Source: an optimization exercise on an open RTL-to-GDS flow (aim: small area). Production flows keep margins and buffers that such runs may drop.
The RTL was checked by simulation tests, not by an equivalence proof against the original design.
Power and IR drop assume default switching activity.

// rv_fetch_decode
module rv_fetch_decode
#(
  parameter  int XLEN       = 32,
  parameter  int IMEM_DEPTH = 32,
  parameter  int NREG       = 32,
  parameter  int RESET_PC   = 0,
  localparam int PC_W       = $clog2(IMEM_DEPTH)
) (
  input  logic            clk,
  input  logic            reset,
  input  logic            imem_we,
  input  logic [PC_W-1:0] imem_waddr,
  input  logic [31:0]     imem_wdata,
  input  logic            redirect_valid,
  input  logic [PC_W-1:0] redirect_pc,
  input  logic            wb_en,
  input  logic [4:0]      wb_addr,
  input  logic [XLEN-1:0] wb_data,
  output logic            out_valid,
  input  logic            out_ready,
  output logic [PC_W-1:0] out_pc,
  output logic [31:0]     out_instr,
  output logic [6:0]      out_opcode,
  output logic [4:0]      out_rd,
  output logic [2:0]      out_fn3,
  output logic [4:0]      out_rs1,
  output logic [4:0]      out_rs2,
  output logic [6:0]      out_fn7,
  output logic [XLEN-1:0] out_rdata1,
  output logic [XLEN-1:0] out_rdata2,
  output logic            out_illegal
);
  logic [IMEM_DEPTH*32-1:0] imem;    
  ...
==> module rv_selN, before the edit <==
module rv_selN #(
  parameter int N = 32
) (
  input  logic [N-1:0] s,
  input  logic [N-1:0] d,
  output logic         y
);
  localparam int G = N / 3;
  localparam int R = N - 3 * G;
  logic [G:0] gn;
  for (genvar g = 0; g < G; g++) begin : g_g
    rv_ao222n u_ao (.s(s[3*g +: 3]), .d(d[3*g +: 3]), .yn(gn[g]));
  end
  if (R == 0) begin : g_r0
    assign gn[G] = 1'b1;
  end else if (R == 1) begin : g_r1
    assign gn[G] = !(s[N-1] && d[N-1]);
  end else begin : g_r2
    assign gn[G] = !((s[N-1] && d[N-1]) || (s[N-2] && d[N-2]));
  end
  assign y = !(&gn);
endmodule
==> flow/config.mk <==
export PLATFORM = sky130hd
export DESIGN_NAME = rv_fetch_decode
export DESIGN_NICKNAME = rv_fetch_decode
export VERILOG_FILES = /design/flow/design.v
export SDC_FILE = /design/flow/constraint.sdc
export NUM_CORES = 4
export LEC_CHECK = 0
export CAP_MARGIN = 10
export CORE_MARGIN = 2
export CORE_UTILIZATION = 50
export SETUP_SLACK_MARGIN = 0.2
export SLEW_MARGIN = 10
export SYNTH_HIERARCHICAL = 1
==> flow/constraint.sdc <==
create_clock -name core_clock -period 6.0 [get_ports {clk}]
set_input_delay 1.2000 -clock core_clock [delete_from_list [all_inputs] [get_ports {clk}]]
set_output_delay 1.2000 -clock core_clock [all_outputs]
set_load 0.01 [all_outputs]
standard.sh (not shown) runs the stock make flow with config.mk's settings and CLKGATE_MAP_FILE= SYNTH_SCRIPT=/design/flow/synth_recipe.tcl, a recipe that flattens the netlist after the stock synthesis.
==> flow/flow/run.sh <==
#!/bin/bash
# The standard layout (standard.sh, unchanged synthesis and steps), with two
# placement/CTS arguments changed: ports get the smallest buffer, and CTS uses
# larger sink clusters and no dummy loads. Each tool's output goes to its own
# log here; ORFS's per-step logs stay under orfs/logs.
set -euo pipefail
export BUFFER_PORTS_ARGS="-buffer_cell sky130_fd_sc_hd__buf_1"
export CTS_ARGS="-sink_clustering_enable -repair_clock_nets -sink_clustering_size 25 -sink_clustering_max_diameter 100 -dont_use_dummy_load"
bash standard.sh synth > synth.log 2>&1
bash standard.sh finish > layout.log 2>&1
Then changed:
--- a/flow/design.v
+++ b/flow/design.v
@@ -29,4 +29,11 @@
   assign yn = !((s[0] && d[0]) || (s[1] && d[1]) || (s[2] && d[2]));
 endmodule
+module rv_a2n (
+  input  logic s,
+  input  logic d,
+  output logic yn
+);
+  assign yn = !(s && d);
+endmodule
 module rv_selN #(
   parameter int N = 32
@@ -38,16 +45,13 @@
   localparam int G = N / 3;
   localparam int R = N - 3 * G;
-  logic [G:0] gn;
+  localparam int T = G + R;
+  logic [T-1:0] tn;
   for (genvar g = 0; g < G; g++) begin : g_g
-    rv_ao222n u_ao (.s(s[3*g +: 3]), .d(d[3*g +: 3]), .yn(gn[g]));
+    rv_ao222n u_ao (.s(s[3*g +: 3]), .d(d[3*g +: 3]), .yn(tn[g]));
   end
-  if (R == 0) begin : g_r0
-    assign gn[G] = 1'b1;
-  end else if (R == 1) begin : g_r1
-    assign gn[G] = !(s[N-1] && d[N-1]);
-  end else begin : g_r2
-    assign gn[G] = !((s[N-1] && d[N-1]) || (s[N-2] && d[N-2]));
+  for (genvar r = 0; r < R; r++) begin : g_r
+    rv_a2n u_a (.s(s[3*G + r]), .d(d[3*G + r]), .yn(tn[G + r]));
   end
-  assign y = !(&gn);
+  assign y = !(&tn);
 endmodule
 module rv_rdport #(
What happened: The changed run completed with no timing, DRC or antenna violations. Hold slack gains 7.5 ps. Area after synthesis hardly moves. Routed wire length rose by 0.35%. Worst setup slack gains 150 ps. Final cell count goes up by about 1.9%. Count of clock-buffer cells in the layout is unchanged. Design area is about the same. Synthesized cell count rose by about 2.5%. Power falls by about 0.47%. Register-to-register slack improved by 400 ps. Critical path depth does not change. Maximum frequency goes up by 2.6%. Utilization barely changes.

static timing again, ports no longer ideal:
The flow's constraints put no driver on any port. The routed layouts listed below were extracted and timed again, unchanged, in two steps. Step 1 (the two cells are an assumption about what drives the block):
set clk [get_ports {clk}]
set_driving_cell -lib_cell sky130_fd_sc_hd__clkbuf_16 $clk
set_driving_cell -lib_cell sky130_fd_sc_hd__buf_2 [delete_from_list [all_inputs] $clk]
Step 2 moves the port delays by t, midway between the first and last clock arrival at a register: inputs arrive t later, outputs are due t later. That takes back most of the time a late clock gives input paths. Slacks: ideal / step 1 / step 2; pairs: ideal / step 1.
run | t (ns) | setup WS [ns] | worst setup path after step 2 | latest minus earliest clock arrival (ns)
the first run | 0.811 | 0.142 / 0.056 / 0.338 | input to register | 0.060 / 0.060
the second run | 0.815 | 0.291 / 0.216 / 0.668 | input to register | 0.052 / 0.052
After both steps setup and hold are still met in every run listed.
